This design comes from an exercise in tuning for small area on the open sky130 flow, not from production work.
At most, simulation tests tie the RTL to the original design; equivalence was not proved.
No functional check of the RTL was part of runs 2 and 3.
Power is estimated from default activity; no workload was simulated.

## flow/design.v

```verilog
package id_pkg;
  localparam logic [5:0] OP_RTYPE = 6'h00;
  localparam logic [5:0] OP_BEQ   = 6'h04;
  localparam logic [5:0] OP_ADDI  = 6'h08;
  localparam logic [5:0] OP_LW    = 6'h23;
  localparam logic [5:0] OP_SW    = 6'h2B;
endpackage
module rf_aoi3 (
  input  logic [2:0] s,
  input  logic [2:0] d,
  output logic       y
);
  assign y = !(|(s & d));
endmodule
module rf_nand2 (
  input  logic a,
  input  logic b,
  output logic y
);
  assign y = !(a & b);
endmodule
module rf_nandn #(
  parameter int M = 11
) (
  input  logic [M-1:0] x,
  output logic         y
);
  assign y = !(&x);
endmodule
module rf_ao22 (
  input  logic a,
  input  logic b,
  input  logic c,
  input  logic d,
  output logic y
);
  assign y = (a & b) | (c & d);
endmodule
module rf_rdbit #(
  parameter int N = 33
) (
  input  logic [N-1:0] s,
  input  logic [N-1:0] d,
  output logic         y
);
  localparam int NG = N / 3;
  localparam int NR = N - 3 * NG;
  logic [NG+NR-1:0] t;
  genvar g;
  generate
    for (g = 0; g < NG; g++) begin : g_aoi
      rf_aoi3 u_aoi (.s(s[3*g +: 3]), .d(d[3*g +: 3]), .y(t[g]));
    end
    for (g = 0; g < NR; g++) begin : g_tail
      rf_nand2 u_nand (.a(s[3*NG+g]), .b(d[3*NG+g]), .y(t[NG+g]));
    end
  endgenerate
  rf_nandn #(.M(NG + NR)) u_or (.x(t), .y(y));
endmodule
module id_stage_pipe (
  input  logic        clk,
  input  logic        rst,
  input  logic        in_valid,
  output logic        in_ready,
  input  logic [31:0] instn,
  input  logic        wb_we,
  input  logic [4:0]  wb_addr,
  input  logic [31:0] wb_data,
  input  logic        ex_load_pending,
  input  logic [4:0]  ex_load_rt,
  input  logic        flush,
  input  logic        ex_ready,
  output logic        out_valid,
  output logic [31:0] out_rs_data,
  output logic [31:0] out_rt_data,
  output logic [31:0] out_imm,
  output logic [4:0]  out_rs,
  output logic [4:0]  out_rt,
  output logic [4:0]  out_rd,
  output logic [4:0]  out_shamt,
  output logic [5:0]  out_funct,
  output logic [5:0]  out_opcode,
  output logic [7:0]  out_ctrl,
  output logic        peri_req,
  input  logic        peri_ack,
  output logic [15:0] peri_addr,
  output logic [15:0] peri_data
);
  logic [5:0]  opcode;
  logic [4:0]  rs, rt;
  logic uses_rt, haz, peri_store, slot_free, idle;
  logic normal_ready, consume, load_slot, launch;
  logic hold, killed, was_idle;
  logic [15:0] imm_q;
  assign opcode = instn[31:26];
  assign rs     = instn[25:21];
  assign rt     = instn[20:16];
  assign slot_free = !out_valid || ex_ready;
  logic [31:0] regs [1:31];
  logic [31:0] regs_d [1:31];
  logic [31:1] valid, wsel, nwsel, live;
  logic [31:1] sel_a, sel_b;
  logic        byp_a, byp_b, a_hit, b_hit;
  logic [31:0] rs_next, rt_next;
  genvar i, b;
  generate
    for (i = 1; i < 32; i++) begin : g_reg
      assign wsel[i]   = wb_we && (wb_addr == i);
      assign nwsel[i]  = !wsel[i];
      assign live[i]   = valid[i] && !wsel[i];
      assign sel_a[i]  = slot_free && live[i] && (rs == i);
      assign sel_b[i]  = live[i] && (rt == i);
      for (b = 0; b < 32; b++) begin : g_bit
        rf_ao22 u_hold (.a(wsel[i]), .b(wb_data[b]), .c(nwsel[i]), .d(regs[i][b]),
                        .y(regs_d[i][b]));
      end
      always_ff @(posedge clk) begin
        regs[i] <= regs_d[i];
      end
      always_ff @(posedge clk or posedge rst) begin
        if (rst) valid[i] <= 1'b0;
        else     valid[i] <= valid[i] || wsel[i];
      end
    end
  endgenerate
  assign a_hit  = wb_we && (wb_addr == rs) && (rs != 5'd0);
  assign b_hit  = wb_we && (wb_addr == rt) && (rt != 5'd0);
  assign byp_a  = slot_free && a_hit;
  assign byp_b  = b_hit;
  generate
    for (b = 0; b < 32; b++) begin : g_rd
      logic [32:0] sa, da;
      logic [31:0] sb, db;
      for (i = 1; i < 32; i++) begin : g_t
        assign sa[i-1] = sel_a[i];
        assign da[i-1] = regs[i][b];
        assign sb[i-1] = sel_b[i];
        assign db[i-1] = regs[i][b];
      end
      assign sa[32:31] = {!slot_free, byp_a};
      assign da[32:31] = {out_rs_data[b], wb_data[b]};
      assign sb[31]    = byp_b;
      assign db[31]    = wb_data[b];
      rf_rdbit #(.N(33)) u_a (.s(sa), .d(da), .y(rs_next[b]));
      rf_rdbit #(.N(32)) u_b (.s(sb), .d(db), .y(rt_next[b]));
    end
  endgenerate
  assign uses_rt = (opcode == id_pkg::OP_RTYPE) || (opcode == id_pkg::OP_SW) ||
                   (opcode == id_pkg::OP_BEQ);
  assign haz = ex_load_pending && (ex_load_rt != 5'd0) &&
               ((ex_load_rt == rs) || ((ex_load_rt == rt) && uses_rt));
  assign peri_store = (opcode == id_pkg::OP_SW) && (instn[15:8] != 8'd0);
  assign idle         = !peri_req && !hold;
  assign normal_ready = slot_free && !haz && idle && !peri_store;
  assign consume      = slot_free && ((peri_req && peri_ack) || hold);
  assign in_ready     = !rst && (normal_ready || consume);
  assign load_slot    = (in_valid && normal_ready) || (consume && !killed);
  assign launch       = idle && in_valid && peri_store && !haz;
  always_ff @(posedge clk or posedge rst) begin
    if (rst) begin
      out_valid <= 1'b0;
      peri_req  <= 1'b0;
      hold      <= 1'b0;
      killed    <= 1'b0;
    end else begin
      out_valid <= !flush && (load_slot || !slot_free);
      if (idle) begin
        peri_req <= launch;
      end else if (peri_req) begin
        if (peri_ack) begin
          peri_req <= 1'b0;
          hold     <= !slot_free;
        end
      end else if (slot_free) begin
        hold <= 1'b0;
      end
      killed <= !idle && !consume && (killed || flush);
    end
  end
  logic [31:0] f_d, f_q, f_in;
  logic [31:0] rt_d;
  logic [15:0] peri_d;
  assign f_in = {instn[15:0], rs, rt, opcode};
  assign f_q  = {imm_q, out_rs, out_rt, out_opcode};
  generate
    for (b = 0; b < 32; b++) begin : g_f
      rf_ao22 u_hold (.a(slot_free), .b(f_in[b]), .c(!slot_free),
                      .d(f_q[b]), .y(f_d[b]));
    end
    for (b = 0; b < 32; b++) begin : g_rt
      rf_ao22 u_rt (.a(slot_free), .b(rt_next[b]), .c(!slot_free), .d(out_rt_data[b]),
                    .y(rt_d[b]));
    end
    for (b = 0; b < 16; b++) begin : g_pd
      rf_ao22 u_pd (.a(launch), .b(rt_next[b]), .c(!launch), .d(peri_data[b]),
                    .y(peri_d[b]));
    end
  endgenerate
  always_ff @(posedge clk) begin
    out_rs_data         <= rs_next;
    out_rt_data         <= rt_d;
    {imm_q, out_rs, out_rt, out_opcode} <= f_d;
    peri_data           <= peri_d;
    if (slot_free) was_idle <= idle;
  end
  assign out_imm   = {{16{imm_q[15]}}, imm_q};
  assign out_rd    = imm_q[15:11];
  assign out_shamt = imm_q[10:6];
  assign out_funct = imm_q[5:0];
  always_comb begin
    case (out_opcode)
      id_pkg::OP_RTYPE: out_ctrl = 8'b1_10_0_0_0_1_0;
      id_pkg::OP_ADDI:  out_ctrl = 8'b0_00_1_0_0_1_0;
      id_pkg::OP_LW:    out_ctrl = 8'b0_00_1_0_0_1_1;
      id_pkg::OP_SW:    out_ctrl = {5'b0_00_1_0, was_idle, 2'b0_0};
      id_pkg::OP_BEQ:   out_ctrl = 8'b0_01_0_1_0_0_0;
      default:          out_ctrl = 8'h00;
    endcase
  end
  assign peri_addr = instn[15:0];
endmodule
```

## flow/run.sh

```bash
#!/bin/bash
# synth_recipe.tcl (not shown) runs the flow's synth.tcl, then flattens the netlist and writes it again
# the make line also repeats each setting of config.mk as NAME=value (left out here)
make -C /OpenROAD-flow-scripts/flow DESIGN_CONFIG=/design/flow/config.mk WORK_HOME=/design/flow/orfs CLKGATE_MAP_FILE= SYNTH_SCRIPT=/design/flow/synth_recipe.tcl finish
```

## flow/config.mk

```make
export PLATFORM = sky130hd
export DESIGN_NAME = id_stage_pipe
export DESIGN_NICKNAME = id_stage_pipe
export VERILOG_FILES = /design/flow/design.v
export SDC_FILE = /design/flow/constraint.sdc
export NUM_CORES = 8
export LEC_CHECK = 0
export CAP_MARGIN = 20
export CORE_MARGIN = 2
export CORE_UTILIZATION = 50
export CTS_CLUSTER_DIAMETER = 80
export CTS_CLUSTER_SIZE = 25
export SLEW_MARGIN = 20
export SYNTH_HIERARCHICAL = 1
```

## flow/constraint.sdc

```tcl
create_clock -name core_clock -period 6.0 [get_ports {clk}]
set_input_delay 1.2000 -clock core_clock [delete_from_list [all_inputs] [get_ports {clk}]]
set_output_delay 1.2000 -clock core_clock [all_outputs]
set_load 0.01 [all_outputs]
```

==> impl_metrics.yaml, run 1 <==
status:
  outcome: "timing/DRC/antenna clean"
timing:
  skew_ns: 0.0339
  tightest_slew_ns: 1.17
  final_hold_viol_count: 0
  slew_viol_final: 0
  setup_tns_ns: 0
  fin_ws_ns: 1.02
  timing.fmax_mhz: 201
  final-setup-viol-count: 0
  maxSlewHeadroom_pct: 21.7
  grt_setup_unrepaired: "false"
  period_share_pct: 83.0
  period_minus_slack_ns: 4.98
routing:
  drc: 0
  vias_per_cell: 8.33
  dr.pass1.iters: 14
  wire_per_inst_microns: 40.6
  wl_microns: 210000
  vias: 43200
  drt_iter0_drc: 10400
  ant_nets: 0
power_and_ir_drop:
  power_density_nw_per_um2: 345
  p_leak_uw: 0.0200
  irDropWorstVdd_mv: 0.263
synth:
  synth_seq_cells: 1140
  synthDistinctLibCells: 41
  synth_top_area_share_pct: 51.1
  avgSynthCellArea_sq_um: 12.0
  synth_area_leader_cell: "dfxtp_1"
  synth_top_cells_by_count: "dfxtp_1 (1104), a22o_1 (1072), a222oi_1 (672)"
  synth_top_flop_cell: "dfxtp_1"
  yosysWarnings: 10
  seq_area_frac_synth_pct: 53.2
  synth_area_leaders: "dfxtp_1 (51%), a22o_1 (22%), a222oi_1 (16%)"
  synth_nets: 3694
  synthArstFlopShare_pct: 3.07
  syn_area_sq_um: 43300
  synth-edff-count: 1
  netlist_instances: 3612
  yosysMostFrequentCell: "dfxtp_1"
layout:
  final_cells: 5186
  final_util_pct: 58.6
  final_area_sq_um: 50000
  nets: 4099
  area_delta_synth_final_pct: 15.6
  fill_cells: 7163
  layout-drive-gt1-share_pct: 8.60
clock_tree:
  cts.sinks: 1140
  htreeDepth: 2
  cts_root_buffer: "clkbuf_16"
  clk_path_buf_depth: 3
  cts_resized: 0
  cts_setup_buffers: 0
  path_clk_slew_ns: 0.09
  cts_made_buffers: 54
  tritoncts: "built"
  hold_buffers: 0
  clock_latency_ns: 0.68
critical_path:
  crit_required_ns: 6.57
  crit_type: "in2reg"
  crit_fanout: 27
  worstSetupStartpointType: "input port"
  cp.arrival_ns: 5.55
  end_kind: "flop"
global_routing:
  grt_pass1_vias: 40900
  gr-total-overflow: 0
  antenna_found_initial: 9
  grt_pass1_wl_microns: 299000
  grt_max_degree: 54
  gr-usage-all-layers_pct: 45.0
placement:
  dp_hpwl_microns: 130000
  placed_cells: 5103
  place_area_sq_um: 48400
  dp_slack_ns: 0.848
  place.gp.congestion: 1.03
  io_buffers: 252
die:
  io_pins: 253
  die-area_sq_um: 88900
  die_h_microns: 298
  start_util_pct: 50.7
  fp-row-count: 107
  core_sq_um: 85400
  die_w_microns: 298
hold_path:
  min_path_type: "reg2reg"
flow_run:
  cap_violations: 0
-- per-module statistics from Yosys (local to each module, per instance), a selection --
module,copies in the design,cells,flops+latches,area (sq um)
rf_aoi3,672,1,0,10.0
rf_nand2,64,1,0,3.75
id_stage_pipe,1,1548,1140,25300
rf_ao22,1072,1,0,8.76
-- per-layer routing --
metal	part of all wire, %	up-vias	wire length [microns]	track usage (%)
met3	14	887	29700	11.1
met5	0.020	-	42	0.271
met2	42	4235	87500	66.5
met4	11	4	22200	37.3
met1	34	21000	70900	55.5
li1	-	17100	-	-
-- through the flow --
step	total power [uW]	hold WS, ns
4_1_cts	17100	0.475
3_3_place_gp	12700	0.451
5_1_grt	17800	0.495
3_5_place_dp	12900	0.452
6_report	17300	0.477
2_1_floorplan	11600	0.435
-- cells in the final DEF (no fill, tap or decap), types with 5 or more instances in the layout --
cell type        Yosys  layout
nor4_2               0       8
dfxtp_1           1104    1104
or3_1               67      67
nor4_1              17       9
nor2_1               8       8
xnor2_1             11      11
clkbuf_1            17       5
clkbuf_16            0      55
nand2_1            135     135
dfrtp_1             35      35
buf_4               82     195
a22o_1            1072    1072
nand2b_1            41      40
inv_1               35      31
nor3_2               0      53
clkdlybuf4s50_1      0     252
a222oi_1           672     672
diode_2              0       6
nand3_1             41      41
xor2_1               7       7
nand4_1            162     162
-- critical path, cell delays in order --
cell             delay [ns]
clkdlybuf4s50_1        0.62
nor4bb_1               0.82
nand2_1                0.17
nand2_1                0.16
nor3_2                 0.10
buf_4                  0.30
a222oi_1               0.43
nand4_1                0.74
or3_1                  0.73
a22o_1                 0.24
-- sequential cells by signal (all words and copies together), names as in the netlist --
register	flops
out_rs_data	32
imm_q	16
peri_data	16
regs	992
out_rt_data	32
out_rs	5
out_opcode	6
peri_req	1
hold	1
out_rt	5
was_idle	1
valid	31
out_valid	1
killed	1
-- report_power, final --
group          switching, uW  internal (uW)  total, uW
logic                   1170           1380       2550
clock network           2560           1810       4380
registers               1300           9050      10300
total                   5030          12200      17300
-- worst paths after layout --
kind,slack (ns),cells after the start,end,from
worst max-delay path,1.02,10,peri_data[9],wb_we
worst min-delay path,0.48,1,valid[30],valid[30]
worst min register to register,0.48,1,valid[30],valid[30]
worst max register to register,2.09,8,out_rs_data[1],out_valid
max in group asynchronous,4.58,3,valid[4],rst
min in group asynchronous,1.01,3,valid[13],rst
-- cell type report --
type	instances	area, sq um	share of cell area, %
Multi-Input combinational cell	2335	19800	39.6
Inverter	35	134	0.268
Tap cell	1144	1430	2.86
Sequential cell	1140	23000	46.0
Antenna cell	6	15.0	0.0300
Clock inverter	12	163	0.325
Timing Repair Buffer	451	4040	8.07
Clock buffer	63	1440	2.87
-- logic make-up (layout without fill, tap and decap cells) --
family	count (synthesis)	after routing	share of synthesized area, %
buf+inv	137	561	1.90
xor+xnor	18	18	0.364
other cells	0	6	0
flops	1140	1140	53.2
simple gates	560	560	7.11
compound gates	1757	1757	37.4
==> inputs of run 2 (changes only) <==
--- a/flow/design.v
+++ b/flow/design.v
@@ -13,16 +13,14 @@
   assign y = !(|(s & d));
 endmodule
-module rf_nand2 (
-  input  logic a,
-  input  logic b,
-  output logic y
-);
-  assign y = !(a & b);
-endmodule
-module rf_nandn #(
-  parameter int M = 11
-) (
-  input  logic [M-1:0] x,
-  output logic         y
+module rf_aoi2 (
+  input  logic [1:0] s,
+  input  logic [1:0] d,
+  output logic       y
+);
+  assign y = !(|(s & d));
+endmodule
+module rf_nand11 (
+  input  logic [10:0] x,
+  output logic        y
 );
   assign y = !(&x);
@@ -45,6 +43,5 @@
 );
   localparam int NG = N / 3;
-  localparam int NR = N - 3 * NG;
-  logic [NG+NR-1:0] t;
+  logic [10:0] t;
   genvar g;
   generate
@@ -52,9 +49,31 @@
       rf_aoi3 u_aoi (.s(s[3*g +: 3]), .d(d[3*g +: 3]), .y(t[g]));
     end
-    for (g = 0; g < NR; g++) begin : g_tail
-      rf_nand2 u_nand (.a(s[3*NG+g]), .b(d[3*NG+g]), .y(t[NG+g]));
-    end
-  endgenerate
-  rf_nandn #(.M(NG + NR)) u_or (.x(t), .y(y));
+    if (N - 3 * NG == 2) begin : g_tail
+      rf_aoi2 u_aoi (.s(s[N-1 -: 2]), .d(d[N-1 -: 2]), .y(t[10]));
+    end
+  endgenerate
+  rf_nand11 u_or (.x(t), .y(y));
+endmodule
+module rf_and3 (
+  input  logic a,
+  input  logic b,
+  input  logic c,
+  output logic y
+);
+  assign y = a & b & c;
+endmodule
+module rf_and2 (
+  input  logic a,
+  input  logic b,
+  output logic y
+);
+  assign y = a & b;
+endmodule
+module rf_nand2 (
+  input  logic a,
+  input  logic b,
+  output logic y
+);
+  assign y = !(a & b);
 endmodule
 module id_stage_pipe (
@@ -99,19 +118,38 @@
   logic [31:0] regs [1:31];
   logic [31:0] regs_d [1:31];
-  logic [31:1] valid, wsel, nwsel, live;
-  logic [31:1] sel_a, sel_b;
-  logic        byp_a, byp_b, a_hit, b_hit;
-  logic [31:0] rs_next, rt_next;
-  genvar i, b;
-  generate
+  localparam int NH = 2;
+  localparam int BW = 32 / NH;
+  logic [31:1]   valid, live;
+  logic [NH-1:0] wsel [1:31];
+  logic [NH-1:0] nwsel [1:31];
+  logic [NH-1:0] sel_a [1:31];
+  logic [NH-1:0] sel_b [1:31];
+  logic [7:0]    wh, ah, bh;
+  logic [3:0]    wl, al, bl;
+  logic          byp_a, byp_b, a_hit, b_hit;
+  logic [31:0]   rs_next, rt_next;
+  genvar i, b, h;
+  generate
+    for (h = 0; h < 8; h++) begin : g_hi
+      assign wh[h] = wb_we && (wb_addr[4:2] == h);
+      assign ah[h] = (rs[4:2] == h);
+      assign bh[h] = (rt[4:2] == h);
+    end
+    for (h = 0; h < 4; h++) begin : g_lo
+      assign wl[h] = (wb_addr[1:0] == h);
+      assign al[h] = slot_free && (rs[1:0] == h);
+      assign bl[h] = (rt[1:0] == h);
+    end
     for (i = 1; i < 32; i++) begin : g_reg
-      assign wsel[i]   = wb_we && (wb_addr == i);
-      assign nwsel[i]  = !wsel[i];
-      assign live[i]   = valid[i] && !wsel[i];
-      assign sel_a[i]  = slot_free && live[i] && (rs == i);
-      assign sel_b[i]  = live[i] && (rt == i);
+      assign live[i] = valid[i] && nwsel[i][0];
+      for (h = 0; h < NH; h++) begin : g_drv
+        rf_and2  u_w  (.a(wh[i/4]), .b(wl[i%4]), .y(wsel[i][h]));
+        rf_nand2 u_nw (.a(wh[i/4]), .b(wl[i%4]), .y(nwsel[i][h]));
+        rf_and3  u_sa (.a(ah[i/4]), .b(al[i%4]), .c(live[i]), .y(sel_a[i][h]));
+        rf_and3  u_sb (.a(bh[i/4]), .b(bl[i%4]), .c(live[i]), .y(sel_b[i][h]));
+      end
       for (b = 0; b < 32; b++) begin : g_bit
-        rf_ao22 u_hold (.a(wsel[i]), .b(wb_data[b]), .c(nwsel[i]), .d(regs[i][b]),
-                        .y(regs_d[i][b]));
+        rf_ao22 u_hold (.a(wsel[i][b/BW]), .b(wb_data[b]), .c(nwsel[i][b/BW]),
+                        .d(regs[i][b]), .y(regs_d[i][b]));
       end
       always_ff @(posedge clk) begin
@@ -120,5 +158,5 @@
       always_ff @(posedge clk or posedge rst) begin
         if (rst) valid[i] <= 1'b0;
-        else     valid[i] <= valid[i] || wsel[i];
+        else     valid[i] <= valid[i] || wsel[i][0];
       end
     end
@@ -133,7 +171,7 @@
       logic [31:0] sb, db;
       for (i = 1; i < 32; i++) begin : g_t
-        assign sa[i-1] = sel_a[i];
+        assign sa[i-1] = sel_a[i][b/BW];
         assign da[i-1] = regs[i][b];
-        assign sb[i-1] = sel_b[i];
+        assign sb[i-1] = sel_b[i][b/BW];
         assign db[i-1] = regs[i][b];
       end
==> flow/flow/run.sh (new file) <==
#!/bin/bash
# Own layout flow: the standard ORFS flow (standard.sh, unchanged synthesis) with
#  - plain buf_1 cells as the port buffers instead of the default delay buffers, and
#  - a clock tree without dummy loads, with larger sink clusters (fewer leaf buffers).
# make's full output goes to flow_make.log here; each ORFS step's log is under orfs/logs/.
set -euo pipefail
export BUFFER_PORTS_ARGS="-buffer_cell sky130_fd_sc_hd__buf_1"
export CTS_ARGS="-sink_clustering_enable -repair_clock_nets -dont_use_dummy_load -sink_clustering_size 25 -sink_clustering_max_diameter 80"
bash standard.sh finish > flow_make.log 2>&1
==> flow/standard.sh (new file) <==
#!/bin/bash
# synth_recipe.tcl (not shown) runs the flow's synth.tcl, then flattens the netlist and writes it again
# the make line also repeats each setting of config.mk as NAME=value (left out here)
make -C /OpenROAD-flow-scripts/flow DESIGN_CONFIG=/design/flow/config.mk WORK_HOME=/design/flow/orfs CLKGATE_MAP_FILE= SYNTH_SCRIPT=/design/flow/synth_recipe.tcl "${@:-finish}"
--- a/flow/config.mk
+++ b/flow/config.mk
@@ -8,7 +8,5 @@
 export CAP_MARGIN = 20
 export CORE_MARGIN = 2
-export CORE_UTILIZATION = 50
-export CTS_CLUSTER_DIAMETER = 80
-export CTS_CLUSTER_SIZE = 25
+export CORE_UTILIZATION = 60
 export SLEW_MARGIN = 20
 export SYNTH_HIERARCHICAL = 1
removed: flow/run.sh
==> impl_metrics.yaml, run 2 <==
die:
  die_h_microns: 276
  io_pins: 253
  start_util_pct: 60.7
  die_w_microns: 276
  die-area_sq_um: 75900
  core_sq_um: 73000
  fp-row-count: 99
timing:
  tightest_slew_ns: 1.26
  skew_ns: 0.0545
  slew_viol_final: 0
  setup_tns_ns: 0
  final_hold_viol_count: 0
  timing.fmax_mhz: 185
  final-setup-viol-count: 0
  grt_setup_unrepaired: "false"
  period_share_pct: 90.3
  maxSlewHeadroom_pct: 15.8
  period_minus_slack_ns: 5.42
synth:
  synth_seq_cells: 1140
  synthDistinctLibCells: 42
  synth_top_family_by_area: "compound AO/OA/AOI/OAI gates"
  seq_area_frac_synth_pct: 52.0
  synthSimpleGateAreaFrac_pct: 8.56
  synth_top_flop_cell: "dfxtp_1"
  yosys.area_share.xor_xnor_pct: 0.376
  avgSynthCellArea_sq_um: 12.0
  syn_area_sq_um: 44300
  synth_mux_area_share_pct: 0
  netlist_instances: 3695
  synth-edff-count: 1
  synth_area_leader_cell: "dfxtp_1"
  synth_area_leaders: "dfxtp_1 (50%), a22o_1 (21%), a222oi_1 (15%)"
  yosysWarnings: 14
  synthAdderAreaFrac_pct: 0
  yosysMostFrequentCell: "dfxtp_1"
  synth_nets: 3777
  synthArstFlopShare_pct: 3.07
  synth_top_area_share_pct: 49.9
  synth-compound-area-share_pct: 37.6
  synth_top_cells_by_count: "dfxtp_1 (1104), a22o_1 (1072), a222oi_1 (672)"
global_routing:
  grt_pass1_vias: 38500
  gr-total-overflow: 0
  grt_pass1_wl_microns: 250000
  grt_max_degree: 53
  antenna_found_initial: 9
  gr-usage-all-layers_pct: 42.6
placement:
  io_buffers: 252
  place.gp.congestion: 0.970
  placed_cells: 4885
  dp_hpwl_microns: 115000
power_and_ir_drop:
  switching_share_pct: 28.8
  p_sw_uw: 4800
  comb_power_share_pct: 14.0
  seqPwrFrac_pct: 62.1
  pwr-share-clk_pct: 23.9
  internal-power_uw: 11800
  irDropWorstVdd_mv: 0.368
  power_density_nw_per_um2: 349
  p_leak_uw: 0.0192
clock_tree:
  tritoncts: "built"
  path_clk_slew_ns: 0.10
  cts_made_buffers: 54
  clock_latency_ns: 0.67
  clk_path_buf_depth: 3
  cts_resized: 0
  htreeDepth: 2
  cts_setup_buffers: 0
  cts_root_buffer: "clkbuf_16"
  cts.sinks: 1140
  hold_buffers: 0
critical_path:
  worst-r2r-setup-slack_ns: 1.93
  slowest_stage: "nor2_1"
  worstSetupStartpointType: "input port"
  crit_fanout: 17
  critPathTopFamily: "simple AND/OR/NAND/NOR gates"
  crit_required_ns: 6.58
  path_cells: "buf_1, buf_4, nand2b_1, nor2_1, buf_4, nand2_1, and2_1, and3_1, a222oi_1, nand4_1, or3_1, a22o_1"
  cp.arrival_ns: 5.99
  path_depth: 12
  crit_top_cell: "buf_4"
  r2r_cells: 7
  crit_buf_inv: 3
  end_kind: "flop"
  crit_path_max_incr_delay_ns: 0.86
  crit_type: "in2reg"
routing:
  ant_nets: 0
  vias: 42500
  wl_microns: 172000
  drt_iter0_drc: 11100
  drc: 0
  dr.pass1.iters: 14
  vias_per_cell: 8.60
  wire_per_inst_microns: 34.8
layout:
  final_common_cell: "dfxtp_1"
  largest_reg_flops: 992
  top_register: "regs"
  layout-drive-gt1-share_pct: 5.95
  final_cells: 4943
  layout_common_cells: "dfxtp_1 (1104), a22o_1 (1072), a222oi_1 (672)"
  nets: 4064
  area_delta_synth_final_pct: 7.93
  top_regs: "regs x992, out_rs_data x32, out_rt_data x32"
  final_util_pct: 65.5
hold_path:
  min_path_type: "in2async"
status:
  outcome: "timing/DRC/antenna clean"
flow_run:
  cap_violations: 0
==> run 2: cell count changes in the layout (fill, tap and decap cells not counted), sizes merged, moves of 28 or more <==
| cell | previous run | this run |
|---|---|---|
| nand3 | 41 | 69 |
| nor3 | 61 | 8 |
| nand4 | 162 | 130 |
| and2 | 1 | 95 |
| buf | 198 | 292 |
| nand2b | 41 | 6 |
| nand2 | 135 | 71 |
| and3 | 0 | 127 |
| inv | 38 | 3 |
| clkdlybuf4s50 | 252 | 0 |
| a22oi | 0 | 32 |
==> run 2: cell families (layout without fill, tap and decap cells) <==
logic type      count (synthesis)  in the layout
compound gates               1792           1792
simple gates                  648            648
buf+inv                        96            381
other cells                     0              4
xor+xnor                       19             19
flops                        1140           1140
==> run 2: final timing paths <==
| kind | from | endpoint |
|---|---|---|
| max | wb_addr[3] | out_rt_data[14] |
| min in group core_clock | valid[20] | valid[20] |
| min | rst | hold |
| max reg2reg | out_valid | out_rs_data[20] |
| max in group asynchronous | rst | valid[20] |
| min reg2reg | valid[20] | valid[20] |
==> run 2: metrics by stage <==
stage	hold WS [ns]	worst slack [ns]	power (uW)	cell area [sq um]
after floorplan	0.431	0.218	11600	44300
after global placement	0.443	0.419	12400	46400
after detailed placement	0.446	0.391	12600	46400
after CTS	0.410	1.08	16500	47700
after global routing	0.451	0.799	17100	47800
final	0.420	0.582	16600	47800
==> run 2: layout make-up <==
| cell class | count | area, sq um |
|---|---|---|
| sequential | 1140 | 23000 |
| clock buffer | 54 | 1350 |
| antenna | 4 | 10.0 |
| tap | 959 | 1200 |
| inverter | 3 | 13.8 |
| fill | 5616 | 25200 |
| multi-input combinational | 2459 | 20600 |
| timing repair buffer | 324 | 1540 |
==> run 2: power groups by stage <==
stage	clock, uW	combinational [uW]	sequential [uW]
finish	3990	2330	10300
global route	4240	2460	10500
CTS	3990	2240	10200
detailed placement	0	2230	10400
global placement	0	2130	10300
floorplan	0	1590	10000
==> run 2: layer usage <==
layer	track usage, %	vias up	part of all wire (%)
met1	58.9	20700	38
met5	1.13	-	0.082
met3	16.1	575	17
li1	-	17200	-
met2	62.5	4069	42
met4	11.1	6	3.5
==> run 2: per-module statistics from Yosys, one instance, submodules excluded, excerpt <==
module / cells inside / times used
rf_and3: 1 / 124
rf_aoi2: 1 / 32
rf_ao22: 1 / 1072
rf_aoi3: 1 / 672
rf_and2: 1 / 62
rf_nand2: 1 / 62
id_stage_pipe: 1415 / 1
rf_nand11: 4 / 64
==> inputs of run 3 (changes only) <==
--- a/flow/design.v
+++ b/flow/design.v
@@ -118,5 +118,5 @@
   logic [31:0] regs [1:31];
   logic [31:0] regs_d [1:31];
-  localparam int NH = 2;
+  localparam int NH = 1;
   localparam int BW = 32 / NH;
   logic [31:1]   valid, live;
==> flow/flow/run.sh (replaced) <==
#!/bin/bash
# Own layout flow: the standard ORFS flow (standard.sh, unchanged synthesis) with
#  - plain buf_1 cells as the port buffers instead of the default delay buffers,
#  - a clock tree without dummy loads, with larger sink clusters (fewer leaf buffers), and
#  - power recovery (downsizing gates off the critical paths) after global routing.
# make's full output goes to flow_make.log here; each ORFS step's log is under orfs/logs/.
set -euo pipefail
export BUFFER_PORTS_ARGS="-buffer_cell sky130_fd_sc_hd__buf_1"
export CTS_ARGS="-sink_clustering_enable -repair_clock_nets -dont_use_dummy_load -sink_clustering_size 25 -sink_clustering_max_diameter 80"
export RECOVER_POWER=100
bash standard.sh finish > flow_make.log 2>&1
==> impl_metrics.yaml, run 3 <==
status:
  outcome: "finished with violations"
  violatedChecks: "max-capacitance violations, max-slew violations"
critical_path:
  rr_startpoint: "out_valid"
  worst-r2r-setup-slack_ns: 2.55
  end_kind: "flop"
  crit_required_ns: 6.58
  r2r_cells: 9
  cp-startpoint: "wb_addr[0]"
  path_cells: "clkbuf_1, nor2b_1, clkbuf_1, nand2_1, clkbuf_2, and2_0, and3_1, buf_4, a222oi_1, nand4_1, or3_1, a22o_1"
  crit_end: "out_rt_data[28]"
  rr_endpoint: "out_rs_data[19]"
  crit_fanout: 33
  crit_type: "in2reg"
  cp.arrival_ns: 5.96
  slowest_stage: "clkbuf_2"
  crit_top_cell: "clkbuf_1"
  worstSetupStartpointType: "input port"
  crit_path_max_incr_delay_ns: 0.74
routing:
  vias_per_cell: 8.85
  drt_iter0_drc: 11400
  dr.pass1.iters: 15
  vias: 43500
  wire_per_inst_microns: 39.4
  drc: 0
  ant_nets: 0
  wl_microns: 193000
clock_tree:
  htreeDepth: 2
  hold_buffers: 0
  cts_made_buffers: 53
  clock_latency_ns: 0.68
  path_clk_slew_ns: 0.10
  cts.sinks: 1140
  clk_path_buf_depth: 3
  cts_setup_buffers: 0
  cts_root_buffer: "clkbuf_16"
  tritoncts: "built"
  cts_resized: 0
global_routing:
  gr-total-overflow: 0
  gr-usage-all-layers_pct: 49.3
  antenna_found_initial: 7
  grt_max_degree: 70
  grt_pass1_vias: 41300
  grt_pass1_wl_microns: 276000
synth:
  synth_nets: 3653
  synth_top_flop_cell: "dfxtp_1"
  synth_area_leaders: "dfxtp_1 (51%), a22o_1 (22%), a222oi_1 (15%)"
  seq_area_frac_synth_pct: 52.8
  synth_seq_cells: 1140
  synthArstFlopShare_pct: 3.07
  avgSynthCellArea_sq_um: 12.2
  yosysMostFrequentCell: "dfxtp_1"
  synthDistinctLibCells: 42
  syn_area_sq_um: 43600
  yosysWarnings: 14
  synth-edff-count: 1
  netlist_instances: 3571
  synth_top_area_share_pct: 50.7
  synth_top_cells_by_count: "dfxtp_1 (1104), a22o_1 (1072), a222oi_1 (672)"
  synth_area_leader_cell: "dfxtp_1"
die:
  start_util_pct: 60.7
  io_pins: 253
  die_w_microns: 273
  core_sq_um: 71700
  die-area_sq_um: 74800
  die_h_microns: 273
  fp-row-count: 98
placement:
  dp_hpwl_microns: 111000
  io_buffers: 252
  place.gp.congestion: 1.04
layout:
  fill_cells: 5532
  layout-drive-gt1-share_pct: 6.87
  nets: 4045
  top_register: "regs"
  layout_common_cells: "dfxtp_1 (1104), a22o_1 (1072), a222oi_1 (672)"
  largest_reg_flops: 992
  final_common_cell: "dfxtp_1"
  area_delta_synth_final_pct: 9.32
  final_util_pct: 66.4
  top_regs: "regs x992, out_rs_data x32, out_rt_data x32"
flow_run:
  cap_violations: 32
timing:
  timing.fmax_mhz: 186
  period_share_pct: 89.7
  period_minus_slack_ns: 5.38
  skew_ns: 0.0613
  setup_tns_ns: 0
  final_hold_viol_count: 0
  final-setup-viol-count: 0
  maxSlewHeadroom_pct: -106
  tightest_slew_ns: 3.09
  slew_viol_final: 1087
  grt_setup_unrepaired: "false"
hold_path:
  min_path_cells: 1
  min_path_type: "reg2reg"
power_and_ir_drop:
  seqPwrFrac_pct: 62.2
  switching_share_pct: 28.8
  p_sw_uw: 4780
  p_leak_uw: 0.0190
  irDropWorstVdd_mv: 0.323
  power_density_nw_per_um2: 349
  internal-power_uw: 11800
  comb_power_share_pct: 13.8
  pwr-share-clk_pct: 24.0
==> run 3: cell types whose count changed in the layout (fill, tap and decap cells not counted), moves of 3 or more <==
| cell | previous run | this run |
|---|---|---|
| buf_4 | 71 | 143 |
| and3_1 | 127 | 62 |
| diode_2 | 4 | 1 |
| and2_1 | 95 | 42 |
| clkbuf_2 | 32 | 1 |
| and2_0 | 0 | 22 |
| buf_1 | 220 | 243 |
| nand2_1 | 71 | 40 |
| clkbuf_1 | 0 | 42 |
| and3_2 | 0 | 3 |
==> run 3: per-module statistics from Yosys (local to each module, per instance), a selection <==
module | cells | flip-flops and latches | cell area (sq um) | copies in the design
rf_ao22 | 1 | 0 | 8.76 | 1072
rf_aoi3 | 1 | 0 | 10.0 | 672
rf_nand11 | 4 | 0 | 23.8 | 64
rf_and2 | 1 | 0 | 6.26 | 31
id_stage_pipe | 1415 | 1140 | 24800 | 1
rf_aoi2 | 1 | 0 | 12.5 | 32
rf_and3 | 1 | 0 | 6.26 | 62
rf_nand2 | 1 | 0 | 3.75 | 31
==> run 3: cells by family after synthesis <==
kind of cell	count (synthesis)	share of synthesized area, %
compound gates	1792	38.2
xor+xnor	19	0.382
buf+inv	96	1.53
flops	1140	52.8
simple gates	524	7.09
==> run 3: through the flow <==
step | instances | hold WS [ns] | total power [uW] | cell area (sq um) | worst slack [ns]
after floorplan | 3571 | 0.431 | 11600 | 43600 | 0.218
after global placement | 4857 | 0.443 | 12400 | 46400 | 0.638
final | 4912 | 0.469 | 16600 | 47600 | 0.620
after detailed placement | 4858 | 0.445 | 12600 | 46400 | 0.693
after global routing | 4911 | 0.480 | 17100 | 47600 | 0.627
after CTS | 4911 | 0.467 | 16400 | 47700 | 1.38
==> run 3: how the worst min path moves through the flow <==
stage	startpoint	endpoint	slack (ns)
6_report	valid[12]	valid[12]	0.47
5_1_grt	valid[9]	valid[9]	0.48
4_1_cts	valid[9]	valid[9]	0.47
3_5_place_dp	valid[9]	valid[9]	0.44
3_3_place_gp	valid[11]	valid[11]	0.44
2_1_floorplan	valid[10]	valid[10]	0.43
==> run 3: worst max-delay path: cells and delay by family <==
| kind | cells | cell delay, ns |
|---|---|---|
| simple gates | 6 | 2.30 |
| buf+inv | 4 | 1.74 |
| compound gates | 2 | 0.68 |
==> run 3: power by group through the flow <==
stage	Clock (uW)	Combinational (uW)	Sequential, uW
6_report	3990	2300	10300
5_1_grt	4220	2420	10400
4_1_cts	3950	2230	10200
3_5_place_dp	0	2220	10400
3_3_place_gp	0	2110	10300
2_1_floorplan	0	1570	10000
==> run 3: layer usage <==
metal	share of wire [%]	routed length [microns]	track usage, %	vias to the layer above
li1	-	-	-	16900
met1	33	63800	62.3	20700
met2	40	76500	68.0	4883
met3	18	35600	18.8	993
met4	9.0	17400	36.5	8
met5	0.025	49	0.513	-
==> run 3: layout make-up <==
type,count,area [sq um],share of cell area [%]
well taps,950,1190,2.50
flip-flops and latches,1140,23000,48.3
diodes,1,2.50,0.00526
clock buffers,53,1330,2.79
multi-input cells,2335,19900,41.8
repair buffers,430,2160,4.54
inverters,3,13.8,0.0289
==> inputs of run 4 (changes only) <==
--- a/flow/design.v
+++ b/flow/design.v
@@ -13,14 +13,16 @@
   assign y = !(|(s & d));
 endmodule
-module rf_aoi2 (
-  input  logic [1:0] s,
-  input  logic [1:0] d,
-  output logic       y
-);
-  assign y = !(|(s & d));
-endmodule
-module rf_nand11 (
-  input  logic [10:0] x,
-  output logic        y
+module rf_nand2 (
+  input  logic a,
+  input  logic b,
+  output logic y
+);
+  assign y = !(a & b);
+endmodule
+module rf_nandn #(
+  parameter int M = 11
+) (
+  input  logic [M-1:0] x,
+  output logic         y
 );
   assign y = !(&x);
@@ -43,5 +45,6 @@
 );
   localparam int NG = N / 3;
-  logic [10:0] t;
+  localparam int NR = N - 3 * NG;
+  logic [NG+NR-1:0] t;
   genvar g;
   generate
@@ -49,31 +52,9 @@
       rf_aoi3 u_aoi (.s(s[3*g +: 3]), .d(d[3*g +: 3]), .y(t[g]));
     end
-    if (N - 3 * NG == 2) begin : g_tail
-      rf_aoi2 u_aoi (.s(s[N-1 -: 2]), .d(d[N-1 -: 2]), .y(t[10]));
-    end
-  endgenerate
-  rf_nand11 u_or (.x(t), .y(y));
-endmodule
-module rf_and3 (
-  input  logic a,
-  input  logic b,
-  input  logic c,
-  output logic y
-);
-  assign y = a & b & c;
-endmodule
-module rf_and2 (
-  input  logic a,
-  input  logic b,
-  output logic y
-);
-  assign y = a & b;
-endmodule
-module rf_nand2 (
-  input  logic a,
-  input  logic b,
-  output logic y
-);
-  assign y = !(a & b);
+    for (g = 0; g < NR; g++) begin : g_tail
+      rf_nand2 u_nand (.a(s[3*NG+g]), .b(d[3*NG+g]), .y(t[NG+g]));
+    end
+  endgenerate
+  rf_nandn #(.M(NG + NR)) u_or (.x(t), .y(y));
 endmodule
 module id_stage_pipe (
@@ -118,38 +99,19 @@
   logic [31:0] regs [1:31];
   logic [31:0] regs_d [1:31];
-  localparam int NH = 1;
-  localparam int BW = 32 / NH;
-  logic [31:1]   valid, live;
-  logic [NH-1:0] wsel [1:31];
-  logic [NH-1:0] nwsel [1:31];
-  logic [NH-1:0] sel_a [1:31];
-  logic [NH-1:0] sel_b [1:31];
-  logic [7:0]    wh, ah, bh;
-  logic [3:0]    wl, al, bl;
-  logic          byp_a, byp_b, a_hit, b_hit;
-  logic [31:0]   rs_next, rt_next;
-  genvar i, b, h;
-  generate
-    for (h = 0; h < 8; h++) begin : g_hi
-      assign wh[h] = wb_we && (wb_addr[4:2] == h);
-      assign ah[h] = (rs[4:2] == h);
-      assign bh[h] = (rt[4:2] == h);
-    end
-    for (h = 0; h < 4; h++) begin : g_lo
-      assign wl[h] = (wb_addr[1:0] == h);
-      assign al[h] = slot_free && (rs[1:0] == h);
-      assign bl[h] = (rt[1:0] == h);
-    end
+  logic [31:1] valid, wsel, nwsel, live;
+  logic [31:1] sel_a, sel_b;
+  logic        byp_a, byp_b, a_hit, b_hit;
+  logic [31:0] rs_next, rt_next;
+  genvar i, b;
+  generate
     for (i = 1; i < 32; i++) begin : g_reg
-      assign live[i] = valid[i] && nwsel[i][0];
-      for (h = 0; h < NH; h++) begin : g_drv
-        rf_and2  u_w  (.a(wh[i/4]), .b(wl[i%4]), .y(wsel[i][h]));
-        rf_nand2 u_nw (.a(wh[i/4]), .b(wl[i%4]), .y(nwsel[i][h]));
-        rf_and3  u_sa (.a(ah[i/4]), .b(al[i%4]), .c(live[i]), .y(sel_a[i][h]));
-        rf_and3  u_sb (.a(bh[i/4]), .b(bl[i%4]), .c(live[i]), .y(sel_b[i][h]));
-      end
+      assign wsel[i]   = wb_we && (wb_addr == i);
+      assign nwsel[i]  = !wsel[i];
+      assign live[i]   = valid[i] && !wsel[i];
+      assign sel_a[i]  = slot_free && live[i] && (rs == i);
+      assign sel_b[i]  = live[i] && (rt == i);
       for (b = 0; b < 32; b++) begin : g_bit
-        rf_ao22 u_hold (.a(wsel[i][b/BW]), .b(wb_data[b]), .c(nwsel[i][b/BW]),
-                        .d(regs[i][b]), .y(regs_d[i][b]));
+        rf_ao22 u_hold (.a(wsel[i]), .b(wb_data[b]), .c(nwsel[i]), .d(regs[i][b]),
+                        .y(regs_d[i][b]));
       end
       always_ff @(posedge clk) begin
@@ -158,5 +120,5 @@
       always_ff @(posedge clk or posedge rst) begin
         if (rst) valid[i] <= 1'b0;
-        else     valid[i] <= valid[i] || wsel[i][0];
+        else     valid[i] <= valid[i] || wsel[i];
       end
     end
@@ -171,7 +133,7 @@
       logic [31:0] sb, db;
       for (i = 1; i < 32; i++) begin : g_t
-        assign sa[i-1] = sel_a[i][b/BW];
+        assign sa[i-1] = sel_a[i];
         assign da[i-1] = regs[i][b];
-        assign sb[i-1] = sel_b[i][b/BW];
+        assign sb[i-1] = sel_b[i];
         assign db[i-1] = regs[i][b];
       end
==> flow/flow/run.sh (replaced) <==
#!/bin/bash
# Own layout flow: the standard ORFS flow (standard.sh, unchanged synthesis) with
#  - plain buf_1 cells as the port buffers instead of the default delay buffers,
#  - before global placement (flow/upsize.tcl): synthesis buffers removed and the gates
#    that drive a whole select/enable line sized up, so the line needs no extra buffer,
#  - after global placement (flow/merge_port_buffers.tcl): an input port buffer that only
#    feeds one repair buffer takes that buffer's size, and the repair buffer is removed,
#  - a clock tree without dummy loads, with larger sink clusters (fewer leaf buffers), and
#  - before global routing (flow/downsize.tcl): logic gates that drive at most two pins set
#    to drive strength 1; global route's own repair_design/repair_timing follow as usual.
# make's full output goes to flow_make.log here; each ORFS step's log is under orfs/logs/.
set -euo pipefail
export BUFFER_PORTS_ARGS="-buffer_cell sky130_fd_sc_hd__buf_1"
export CTS_ARGS="-sink_clustering_enable -repair_clock_nets -dont_use_dummy_load -sink_clustering_size 27 -sink_clustering_max_diameter 90"
export PRE_GLOBAL_PLACE_TCL="$PWD/flow/upsize.tcl"
export POST_GLOBAL_PLACE_TCL="$PWD/flow/merge_port_buffers.tcl"
export PRE_GLOBAL_ROUTE_TCL="$PWD/flow/downsize.tcl"
bash standard.sh finish > flow_make.log 2>&1
==> flow/flow/downsize.tcl (new file) <==
# Downsize logic gates (not buffers or clock cells) whose output drives at most two
# pins to the _1 drive strength; global route's repair_design fixes any new slew/cap
# issue afterwards.
set n_down 0
foreach inst [get_cells *] {
  set m [get_property $inst ref_name]
  if {![regexp {^(sky130_fd_sc_hd__(?:nor|nand|and|or|a2|a3|a4|o2|o3|o4|xor|xnor|inv)[0-9a-z]*)_([2468])$} $m -> base size]} { continue }
  set new_cell [get_lib_cells -quiet */${base}_1]
  if {$new_cell == ""} { continue }
  set out ""
  foreach p [get_pins -of_objects $inst] {
    if {[get_property $p direction] == "output"} { set out $p }
  }
  if {$out == ""} { continue }
  set net [get_nets -of_objects $out]
  set loads [get_pins -of_objects $net -filter "direction == input"]
  if {[llength $loads] > 2} { continue }
  if {[llength [get_ports -quiet -of_objects $net]] > 0} { continue }
  replace_cell $inst $new_cell
  incr n_down
}
puts "DOWNSIZED $n_down"
==> flow/flow/merge_port_buffers.tcl (new file) <==
# After global placement: where an input port's buffer feeds only one other buffer
# (added by repair_design for a high-fanout input net), remove that second buffer and
# give the port buffer its drive strength instead.
set n_merge 0
foreach inst [get_cells input*] {
  set m [get_property $inst ref_name]
  if {![string match "sky130_fd_sc_hd__buf_*" $m]} { continue }
  set out [get_pins -of_objects $inst -filter "direction == output"]
  set net [get_nets -of_objects $out]
  set loads [get_pins -of_objects $net -filter "direction == input"]
  if {[llength $loads] != 1} { continue }
  set b2 [get_cells -of_objects $loads]
  set m2 [get_property $b2 ref_name]
  if {![regexp {^sky130_fd_sc_hd__buf_[0-9]+$} $m2]} { continue }
  remove_buffers [list $b2]
  replace_cell $inst [get_lib_cells */$m2]
  incr n_merge
}
puts "MERGED $n_merge"
==> flow/flow/upsize.tcl (new file) <==
# Before global placement: drop synthesis buffers, then size
# up the drivers of high-fanout nets (select lines, write enables, write data) so that
# those nets need no extra buffer.
remove_buffers
set n_up 0
foreach inst [get_cells *] {
  set m [get_property $inst ref_name]
  if {![regexp {^(sky130_fd_sc_hd__(?:and3|and2|nand2|nand3|nor2|nor3|inv|nand2b|nor2b|and3b|nor3b|and4|nand4|nor4))_[012]$} $m -> base]} { continue }
  set out ""
  foreach p [get_pins -of_objects $inst] {
    if {[get_property $p direction] == "output"} { set out $p }
  }
  if {$out == ""} { continue }
  set net [get_nets -of_objects $out]
  if {[get_property $net name] == "clk"} { continue }
  set nl [llength [get_pins -of_objects $net -filter "direction == input"]]
  if {$nl < 12} { continue }
  set sz [expr {$nl >= 40 ? 4 : 2}]
  set new_cell [get_lib_cells -quiet */${base}_$sz]
  if {$new_cell == ""} { continue }
  replace_cell $inst $new_cell
  incr n_up
}
puts "UPSIZED $n_up"
--- a/flow/config.mk
+++ b/flow/config.mk
@@ -8,5 +8,5 @@
 export CAP_MARGIN = 20
 export CORE_MARGIN = 2
-export CORE_UTILIZATION = 60
+export CORE_UTILIZATION = 50
 export SLEW_MARGIN = 20
 export SYNTH_HIERARCHICAL = 1
==> impl_metrics.yaml, run 4 <==
synth:
  synthDistinctLibCells: 41
  synth_top_flop_cell: "dfxtp_1"
  synth_area_leaders: "dfxtp_1 (51%), a22o_1 (22%), a222oi_1 (16%)"
  yosysMostFrequentCell: "dfxtp_1"
  synth_nets: 3694
  synthArstFlopShare_pct: 3.07
  seq_area_frac_synth_pct: 53.2
  synth_top_area_share_pct: 51.1
  syn_area_sq_um: 43300
  synth_area_leader_cell: "dfxtp_1"
  yosysWarnings: 10
  netlist_instances: 3612
  avgSynthCellArea_sq_um: 12.0
  synth_top_cells_by_count: "dfxtp_1 (1104), a22o_1 (1072), a222oi_1 (672)"
  synth-edff-count: 1
  synth_seq_cells: 1140
clock_tree:
  htreeDepth: 2
  cts_made_buffers: 50
  path_clk_slew_ns: 0.09
  clock_latency_ns: 0.68
  cts_resized: 0
  hold_buffers: 0
  cts.sinks: 1140
  clk_path_buf_depth: 3
  cts_setup_buffers: 0
  cts_root_buffer: "clkbuf_16"
  tritoncts: "built"
die:
  die-area_sq_um: 88900
  start_util_pct: 50.7
  fp-row-count: 107
  die_w_microns: 298
  die_h_microns: 298
  core_sq_um: 85400
  io_pins: 253
hold_path:
  hp-start: "valid[1]"
  min_path_type: "reg2reg"
layout:
  final_cells: 5087
  layout-drive-gt1-share_pct: 6.50
  layout_common_cells: "dfxtp_1 (1104), a22o_1 (1072), a222oi_1 (672)"
  final_common_cell: "dfxtp_1"
  top_register: "regs"
  top_regs: "regs x992, out_rs_data x32, out_rt_data x32"
  fill_cells: 7419
  final_area_sq_um: 47400
  largest_reg_flops: 992
  nets: 4022
  area_delta_synth_final_pct: 9.55
critical_path:
  crit_buf_inv: 4
  cp-startpoint: "wb_addr[4]"
  path_depth: 12
  rr_endpoint: "out_rs_data[15]"
  end_kind: "flop"
  worstSetupStartpointType: "input port"
  crit_end: "peri_data[9]"
  worst-r2r-setup-slack_ns: 2.04
  crit_type: "in2reg"
  crit_fanout: 35
  cp.arrival_ns: 4.92
  crit_top_cell: "buf_4"
  rr_startpoint: "out_valid"
  crit_path_max_incr_delay_ns: 0.64
  slowest_stage: "a222oi_1"
  critPathTopFamily: "simple AND/OR/NAND/NOR gates"
  path_cells: "buf_1, nor4bb_1, buf_4, nand2_1, buf_4, nand2_1, nor3_4, buf_4, a222oi_1, nand4_1, or3_1, a22o_1"
  r2r_cells: 8
  crit_required_ns: 6.55
power_and_ir_drop:
  power_density_nw_per_um2: 348
  switching_share_pct: 29.1
  seqPwrFrac_pct: 62.5
  pwr-share-clk_pct: 23.7
  p_leak_uw: 0.0189
  p_sw_uw: 4800
  irDropWorstVdd_mv: 0.309
  fin_total_pwr_uw: 16500
  internal-power_uw: 11700
  comb_power_share_pct: 13.8
global_routing:
  grt_pass1_wl_microns: 285000
  gr-usage-all-layers_pct: 42.5
  grt_pass1_vias: 39400
  antenna_found_initial: 7
  grt_max_degree: 100
  gr-total-overflow: 0
timing:
  timing.fmax_mhz: 229
  maxSlewHeadroom_pct: 21.6
  skew_ns: 0.0810
  tightest_slew_ns: 1.17
  setup_tns_ns: 0
  slew_viol_final: 0
  period_minus_slack_ns: 4.37
  period_share_pct: 72.8
  final_hold_viol_count: 0
  final-setup-viol-count: 0
  fin_ws_ns: 1.63
  grt_setup_unrepaired: "false"
flow_run:
  cap_violations: 0
status:
  outcome: "timing/DRC/antenna clean"
placement:
  dp_hpwl_microns: 124000
  io_buffers: 252
  placed_cells: 5032
  dp_slack_ns: 1.02
  place_area_sq_um: 46900
routing:
  vias_per_cell: 8.31
  drc: 0
  vias: 42300
  wire_per_inst_microns: 39.2
  ant_nets: 0
  wl_microns: 199000
  dr.pass1.iters: 13
  drt_iter0_drc: 9400
run 4: layout make-up:
cell class / count / area [sq um] / share of cell area (%)
Clock buffer: 50 / 1250 / 2.64
Tap cell: 1144 / 1430 / 3.02
Antenna cell: 5 / 12.5 / 0.0264
Inverter: 35 / 131 / 0.277
Timing Repair Buffer: 378 / 2010 / 4.23
Multi-Input combinational cell: 2335 / 19600 / 41.3
Sequential cell: 1140 / 23000 / 48.5
run 4: worst min-delay path by stage:
stage                            to  slack [ns]  cells after the start
after global placement    valid[21]        0.45                      1
after detailed placement  valid[20]        0.45                      1
final                      valid[1]        0.47                      1
after CTS                 valid[20]        0.47                      1
after floorplan           valid[10]        0.43                      1
after global routing       valid[1]        0.48                      1
run 4: cells by family after synthesis:
family,count (synthesis),synth area share (%)
AO/OA/AOI/OAI,1757,37.4
XOR/XNOR,18,0.364
buffers and inverters,137,1.90
flip-flops,1140,53.2
AND/OR/NAND/NOR,560,7.11
run 4: through the flow:
| stage | util (%) | hold WS, ns |
|---|---|---|
| after floorplan | - | 0.435 |
| after global placement | 55.0 | 0.450 |
| after detailed placement | 54.9 | 0.452 |
| after CTS | 56.3 | 0.474 |
| after global routing | 55.5 | 0.481 |
| final | 55.5 | 0.473 |
run 4: per-module statistics from Yosys, one instance, submodules excluded, excerpt:
module	cell area (sq um)	cells
rf_aoi3	10.0	1
rf_nand2	3.75	1
rf_ao22	8.76	1
id_stage_pipe	25300	1548
run 4: power groups by stage:
stage / registers (uW) / logic [uW] / clock network (uW)
global placement: 10300 / 2210 / 0
global route: 10400 / 2410 / 4160
finish: 10300 / 2280 / 3910
CTS: 10200 / 2300 / 3930
detailed placement: 10400 / 2290 / 0
floorplan: 10000 / 1550 / 0
run 4: metal layers:
metal  global-route usage, %  routed length [microns]  vias to the layer above
li1                        -                        -                    16900
met1                    54.0                    69200                    20700
met2                    64.3                    84900                     3894
met3                    6.82                    25300                      731
met4                    33.6                    20000                        4
met5                       0                       27                        -
==> inputs of run 5 (changes only) <==
--- a/flow/flow/upsize.tcl
+++ b/flow/flow/upsize.tcl
@@ -1,5 +1,5 @@
-# Before global placement: drop synthesis buffers, then size
-# up the drivers of high-fanout nets (select lines, write enables, write data) so that
-# those nets need no extra buffer.
+# Before global placement: drop the synthesis buffers, then size up the logic gates
+# that drive a high-fanout net (the register file's select and write-enable lines),
+# so that those nets need no extra buffer.
 remove_buffers
 set n_up 0
--- a/flow/config.mk
+++ b/flow/config.mk
@@ -8,5 +8,5 @@
 export CAP_MARGIN = 20
 export CORE_MARGIN = 2
-export CORE_UTILIZATION = 50
+export CORE_UTILIZATION = 60
 export SLEW_MARGIN = 20
 export SYNTH_HIERARCHICAL = 1
==> impl_metrics.yaml, run 5 <==
status:
  outcome: "timing/DRC/antenna clean"
clock_tree:
  cts_resized: 0
  hold_buffers: 0
  cts_setup_buffers: 0
  cts_made_buffers: 48
  clock_latency_ns: 0.68
  path_clk_slew_ns: 0.11
  tritoncts: "built"
  cts_root_buffer: "clkbuf_16"
  cts.sinks: 1140
  htreeDepth: 2
  clk_path_buf_depth: 3
timing:
  tightest_slew_ns: 1.23
  skew_ns: 0.0419
  period_share_pct: 77.4
  period_minus_slack_ns: 4.64
  maxSlewHeadroom_pct: 17.9
  setup_tns_ns: 0
  slew_viol_final: 0
  final-setup-viol-count: 0
  grt_setup_unrepaired: "false"
  timing.fmax_mhz: 215
  fin_ws_ns: 1.36
  final_hold_viol_count: 0
synth:
  synth_top_area_share_pct: 51.1
  synth_nets: 3694
  synthDistinctLibCells: 41
  yosysMostFrequentCell: "dfxtp_1"
  synthArstFlopShare_pct: 3.07
  synth_area_leaders: "dfxtp_1 (51%), a22o_1 (22%), a222oi_1 (16%)"
  synth_seq_cells: 1140
  synth_area_leader_cell: "dfxtp_1"
  synth_top_cells_by_count: "dfxtp_1 (1104), a22o_1 (1072), a222oi_1 (672)"
  synth-edff-count: 1
  synth_top_flop_cell: "dfxtp_1"
  netlist_instances: 3612
  yosysWarnings: 10
  syn_area_sq_um: 43300
  avgSynthCellArea_sq_um: 12.0
  seq_area_frac_synth_pct: 53.2
global_routing:
  antenna_found_initial: 11
  gr-total-overflow: 0
  grt_pass1_wl_microns: 282000
  gr-usage-all-layers_pct: 50.3
  grt_max_degree: 74
  grt_pass1_vias: 40200
die:
  core_sq_um: 71500
  die_w_microns: 273
  die-area_sq_um: 74300
  start_util_pct: 60.5
  io_pins: 253
  die_h_microns: 273
  fp-row-count: 98
layout:
  final_common_cell: "dfxtp_1"
  largest_reg_flops: 992
  nets: 4024
  top_register: "regs"
  layout_common_cells: "dfxtp_1 (1104), a22o_1 (1072), a222oi_1 (672)"
  final_util_pct: 65.8
  layout-drive-gt1-share_pct: 6.22
  area_delta_synth_final_pct: 8.76
  final_cells: 4901
  top_regs: "regs x992, out_rs_data x32, out_rt_data x32"
critical_path:
  crit_required_ns: 6.58
  rr_startpoint: "out_valid"
  r2r_cells: 8
  crit_type: "in2reg"
  cp.arrival_ns: 5.23
  worst-r2r-setup-slack_ns: 1.86
  cp-startpoint: "wb_addr[2]"
  rr_endpoint: "out_rs_data[3]"
  end_kind: "flop"
  crit_end: "out_rt_data[30]"
  worstSetupStartpointType: "input port"
  crit_fanout: 35
placement:
  placed_cells: 4841
  dp_hpwl_microns: 122000
  dp_slack_ns: 0.853
  io_buffers: 252
routing:
  ant_nets: 0
  wl_microns: 195000
  wire_per_inst_microns: 39.8
  dr.pass1.iters: 14
  vias: 43600
  drc: 0
  drt_iter0_drc: 11700
  vias_per_cell: 8.90
power_and_ir_drop:
  fin_total_pwr_uw: 16500
  p_leak_uw: 0.0188
  power_density_nw_per_um2: 350
  irDropWorstVdd_mv: 0.261
flow_run:
  cap_violations: 0
hold_path:
  min_path_type: "reg2reg"
[run 5: cell counts after synthesis]
No cell type changed its count.
[run 5: layer usage]
layer  routed length, microns  up-vias  GRT usage [%]
met1                    62800    20800           62.3
met5                       75        -              0
met4                    22400        6           41.4
met3                    28900     1195           12.8
met2                    80800     4701           74.3
li1                         -    16900              -
[run 5: critical path, stage by stage]
cell and delay, ns:
buf_1 0.22, nor4b_1 0.76, nand2_1 0.12, buf_4 0.32, nand2_1 0.19, nor4_1 0.07, buf_4 0.32, a222oi_1 0.42
nand4_1 0.70, or3_1 0.62, a22o_1 0.22
[run 5: cells by family (layout without fill, tap and decap cells)]
group                     count (synthesis)  after routing  synth area share [%]
xor gates and xnor gates                 18             18                 0.364
DFF                                    1140           1140                  53.2
other                                     0             11                     0
AOI/OAI and AO/OA                      1757           1757                  37.4
and+or+nand+nor                         560            560                  7.11
buffers and inverters                   137            465                  1.90
[run 5: stage by stage]
step / hold slack [ns] / area, sq um
after CTS: 0.480 / 47800
after global placement: 0.449 / 46700
after detailed placement: 0.452 / 46600
final: 0.480 / 47100
after global routing: 0.494 / 47000
after floorplan: 0.435 / 43300
[run 5: modules after synthesis (local to each module, per instance), excerpt]
module	flip-flops and latches	area, sq um	copies in the design	cells inside
id_stage_pipe	1140	25300	1	1548
rf_nand2	0	3.75	64	1
rf_ao22	0	8.76	1072	1
rf_aoi3	0	10.0	672	1
[run 5: cell type report]
type / instances / area [sq um]
clock buffer: 48 / 1200
inverter: 35 / 134
tap: 950 / 1190
fill: 5492 / 24400
multi-input combinational: 2335 / 19500
sequential: 1140 / 23000
antenna: 11 / 27.5
timing repair buffer: 382 / 2010
[run 5: worst min path at each step]
stage	start	end	slack, ns	cells past startpoint
CTS	valid[12]	valid[12]	0.48	1
global route	valid[12]	valid[12]	0.49	1
finish	valid[20]	valid[20]	0.48	1
detailed placement	valid[12]	valid[12]	0.45	1
global placement	valid[22]	valid[22]	0.45	1
floorplan	valid[10]	valid[10]	0.43	1
[run 5: report_power, final]
group          leakage (uW)  switching, uW  total, uW  internal, uW
sequential          0.00960           1280      10300          9050
clock              0.000592           2400       3840          1440
combinational       0.00864           1150       2310          1160
total                0.0188           4830      16500         11600
==> inputs of run 6 (changes only) <==
--- a/flow/design.v
+++ b/flow/design.v
@@ -180,5 +180,5 @@
   logic [31:0] f_d, f_q, f_in;
   logic [31:0] rt_d;
-  logic [15:0] peri_d;
+  logic [15:0] peri_d, pa_d;
   assign f_in = {instn[15:0], rs, rt, opcode};
   assign f_q  = {imm_q, out_rs, out_rt, out_opcode};
@@ -193,4 +193,5 @@
     end
     for (b = 0; b < 16; b++) begin : g_pd
+      rf_ao22 u_pa (.a(launch), .b(instn[b]), .c(!launch), .d(peri_addr[b]), .y(pa_d[b]));
       rf_ao22 u_pd (.a(launch), .b(rt_next[b]), .c(!launch), .d(peri_data[b]),
                     .y(peri_d[b]));
@@ -202,4 +203,5 @@
     {imm_q, out_rs, out_rt, out_opcode} <= f_d;
     peri_data           <= peri_d;
+    peri_addr           <= pa_d;
     if (slot_free) was_idle <= idle;
   end
@@ -218,4 +220,3 @@
     endcase
   end
-  assign peri_addr = instn[15:0];
-endmodule
+endmodule
==> impl_metrics.yaml, run 6 <==
hold_path:
  min_path_type: "reg2reg"
  hp-start: "out_rt[4]"
die:
  die_h_microns: 274
  core_sq_um: 71700
  io_pins: 253
  start_util_pct: 60.8
  die-area_sq_um: 74900
  fp-row-count: 98
  die_w_microns: 274
critical_path:
  worstSetupStartpointType: "input port"
  crit_top_cell: "buf_4"
  crit_type: "in2reg"
  crit_required_ns: 6.56
  critPathTopFamily: "simple AND/OR/NAND/NOR gates"
  crit_fanout: 35
  path_cells: "buf_1, nor4b_1, buf_4, nand2_1, buf_4, nand2_1, nor4_4, buf_4, a222oi_1, nand4_1, or3_1, a22o_1"
  crit_buf_inv: 4
  cp.arrival_ns: 5.08
  slowest_stage: "nand4_1"
  cp-startpoint: "wb_addr[2]"
  end_kind: "flop"
  crit_path_max_incr_delay_ns: 0.75
  rr_startpoint: "out_valid"
synth:
  yosysMostFrequentCell: "dfxtp_1"
  synth-edff-count: 1
  synth_area_leaders: "dfxtp_1 (51%), a22o_1 (22%), a222oi_1 (15%)"
  synthArstFlopShare_pct: 3.03
  yosysWarnings: 10
  synth_top_flop_cell: "dfxtp_1"
  netlist_instances: 3626
  synth_nets: 3708
  synth_seq_cells: 1156
  synth_area_leader_cell: "dfxtp_1"
  synth_top_area_share_pct: 51.4
  synthDistinctLibCells: 42
  synth_top_cells_by_count: "dfxtp_1 (1120), a22o_1 (1088), a222oi_1 (672)"
  syn_area_sq_um: 43600
  seq_area_frac_synth_pct: 53.5
  avgSynthCellArea_sq_um: 12.0
power_and_ir_drop:
  p_leak_uw: 0.0190
  fin_total_pwr_uw: 16600
  power_density_nw_per_um2: 350
  irDropWorstVdd_mv: 0.286
clock_tree:
  htreeDepth: 2
  cts.sinks: 1156
  cts_setup_buffers: 0
  clk_path_buf_depth: 3
  cts_root_buffer: "clkbuf_16"
  path_clk_slew_ns: 0.10
  cts_made_buffers: 49
  clock_latency_ns: 0.67
  hold_buffers: 0
  cts_resized: 0
  tritoncts: "built"
placement:
  place_area_sq_um: 47200
  dp_hpwl_microns: 119000
  io_buffers: 252
layout:
  area_delta_synth_final_pct: 9.10
  fill_cells: 5508
  final_area_sq_um: 47600
  layout_common_cells: "dfxtp_1 (1120), a22o_1 (1088), a222oi_1 (672)"
  multiInputGateArea_sq_um: 19700
  final_util_pct: 66.3
  top_regs: "regs x992, out_rs_data x32, out_rt_data x32"
  ff_latch_area_sq_um: 23300
  layout-drive-gt1-share_pct: 6.39
  top_register: "regs"
  final_common_cell: "dfxtp_1"
  nets: 4062
  largest_reg_flops: 992
timing:
  tightest_slew_ns: 1.34
  skew_ns: 0.0636
  slew_viol_final: 0
  timing.fmax_mhz: 222
  final_hold_viol_count: 0
  period_minus_slack_ns: 4.51
  setup_tns_ns: 0
  grt_setup_unrepaired: "false"
  final-setup-viol-count: 0
  period_share_pct: 75.2
  maxSlewHeadroom_pct: 10.4
  hold_ws_ns: 0.471
routing:
  drt_iter0_drc: 11400
  vias: 43700
  wl_microns: 195000
  drc: 0
  vias_per_cell: 8.86
  wire_per_inst_microns: 39.6
  dr.pass1.iters: 15
  ant_nets: 0
global_routing:
  gr-usage-all-layers_pct: 49.7
  grt_max_degree: 71
  gr-total-overflow: 0
  grt_pass1_wl_microns: 279000
  grt_pass1_vias: 40500
  antenna_found_initial: 12
status:
  outcome: "timing/DRC/antenna clean"
flow_run:
  cap_violations: 0
run 6: changes by cell type after synthesis, moves of 2 or more:
cell,change
nor3_1,-8
a22o_1,+16
dfxtp_1,+16
nor4_1,+6
or3_1,+2
buf_4,-16
buf_1,-2
nand2b_1,+2
or3b_2,+2
run 6: modules after synthesis, one instance, submodules excluded, excerpt:
| module | flip-flops and latches | cell area [sq um] | cells | times used |
|---|---|---|---|---|
| id_stage_pipe | 1156 | 25600 | 1546 | 1 |
| rf_nand2 | 0 | 3.75 | 1 | 64 |
| rf_ao22 | 0 | 8.76 | 1 | 1088 |
| rf_aoi3 | 0 | 10.0 | 1 | 672 |
run 6: path summary, 6_finish.rpt:
path / depth (start not counted) / slack (ns) / endpoint
max: 12 / 1.49 / peri_data[10]
min: 1 / 0.47 / out_rt[4]
max reg2reg: 9 / 2.13 / out_rs_data[25]
min reg2reg: 1 / 0.47 / out_rt[4]
max in group asynchronous: 2 / 4.71 / valid[23]
min in group asynchronous: 2 / 0.71 / out_valid
run 6: where the power goes:
group	total, uW	switching [uW]	internal, uW
clock	3870	2400	1470
sequential	10400	1260	9170
combinational	2330	1150	1170
run 6: layout make-up:
type,instances,area share (%)
flip-flops and latches,1156,49.0
multi-input cells,2352,41.3
repair buffers,386,4.29
clock buffers,49,2.58
well taps,950,2.50
inverters,35,0.281
diodes,4,0.0210
run 6: through the flow:
stage,std cells,setup slack [ns]
final,4932,1.49
after CTS,4927,1.73
after global routing,4929,1.52
after detailed placement,4878,1.05
after floorplan,3626,0.0321
after global placement,4902,1.18
run 6: cell families (layout without fill, tap and decap cells):
kind of cell | after synthesis | after routing | synth area share [%]
AOI/OAI and AO/OA | 1774 | 1774 | 37.5
DFF | 1156 | 1156 | 53.5
and+or+nand+nor | 560 | 560 | 7.08
buffers and inverters | 118 | 470 | 1.59
xor gates and xnor gates | 18 | 18 | 0.361
other | 0 | 4 | 0
run 6: per-layer routing:
| metal | part of all wire [%] | global-route usage [%] | up-vias | wire length, microns |
|---|---|---|---|---|
| met3 | 15 | 13.4 | 1135 | 29700 |
| li1 | - | - | 17000 | - |
| met4 | 11 | 41.7 | 14 | 21800 |
| met5 | 0.043 | 0 | - | 84 |
| met2 | 41 | 72.8 | 4685 | 80900 |
| met1 | 32 | 61.0 | 20800 | 63100 |

[re-timing with driven ports]
The flow's constraints put no driver on any port. The routed layouts listed below were extracted and timed again, unchanged, in two steps.
Step 1, drivers: a clkbuf_16 drives clk and a buf_2 each remaining input, both assumed.
Step 2 moves the port delays by t, midway between the first and last clock arrival at a register: inputs arrive t later, outputs are due t later. That takes back most of the time a late clock gives input paths.
Three values: ideal, step 1, step 2; two values: the first two.
run | t, ns | setup slack, ns | hold slack, ns | worst setup path at the end
run 1 | 0.735 | 1.022 / 1.038 / 0.303 | 0.477 / 0.477 / 0.477 | input to register
run 2 | 0.718 | 0.582 / 0.623 / -0.095 | 0.420 / 0.372 / 0.463 | input to register
run 3 | 0.727 | 0.620 / 0.671 / -0.056 | 0.469 / 0.469 / 0.469 | input to register
run 4 | 0.708 | 1.631 / 1.631 / 0.945 | 0.473 / 0.473 / 0.473 | input to register
run 5 | 0.732 | 1.356 / 1.400 / 0.668 | 0.480 / 0.480 / 0.480 | input to register
run 6 | 0.715 | 1.488 / 1.522 / 0.808 | 0.471 / 0.471 / 0.471 | input to register
The setup slack of run 1, which loses most, moves by +0.016 ns with the drivers and by -0.719 ns with both steps.
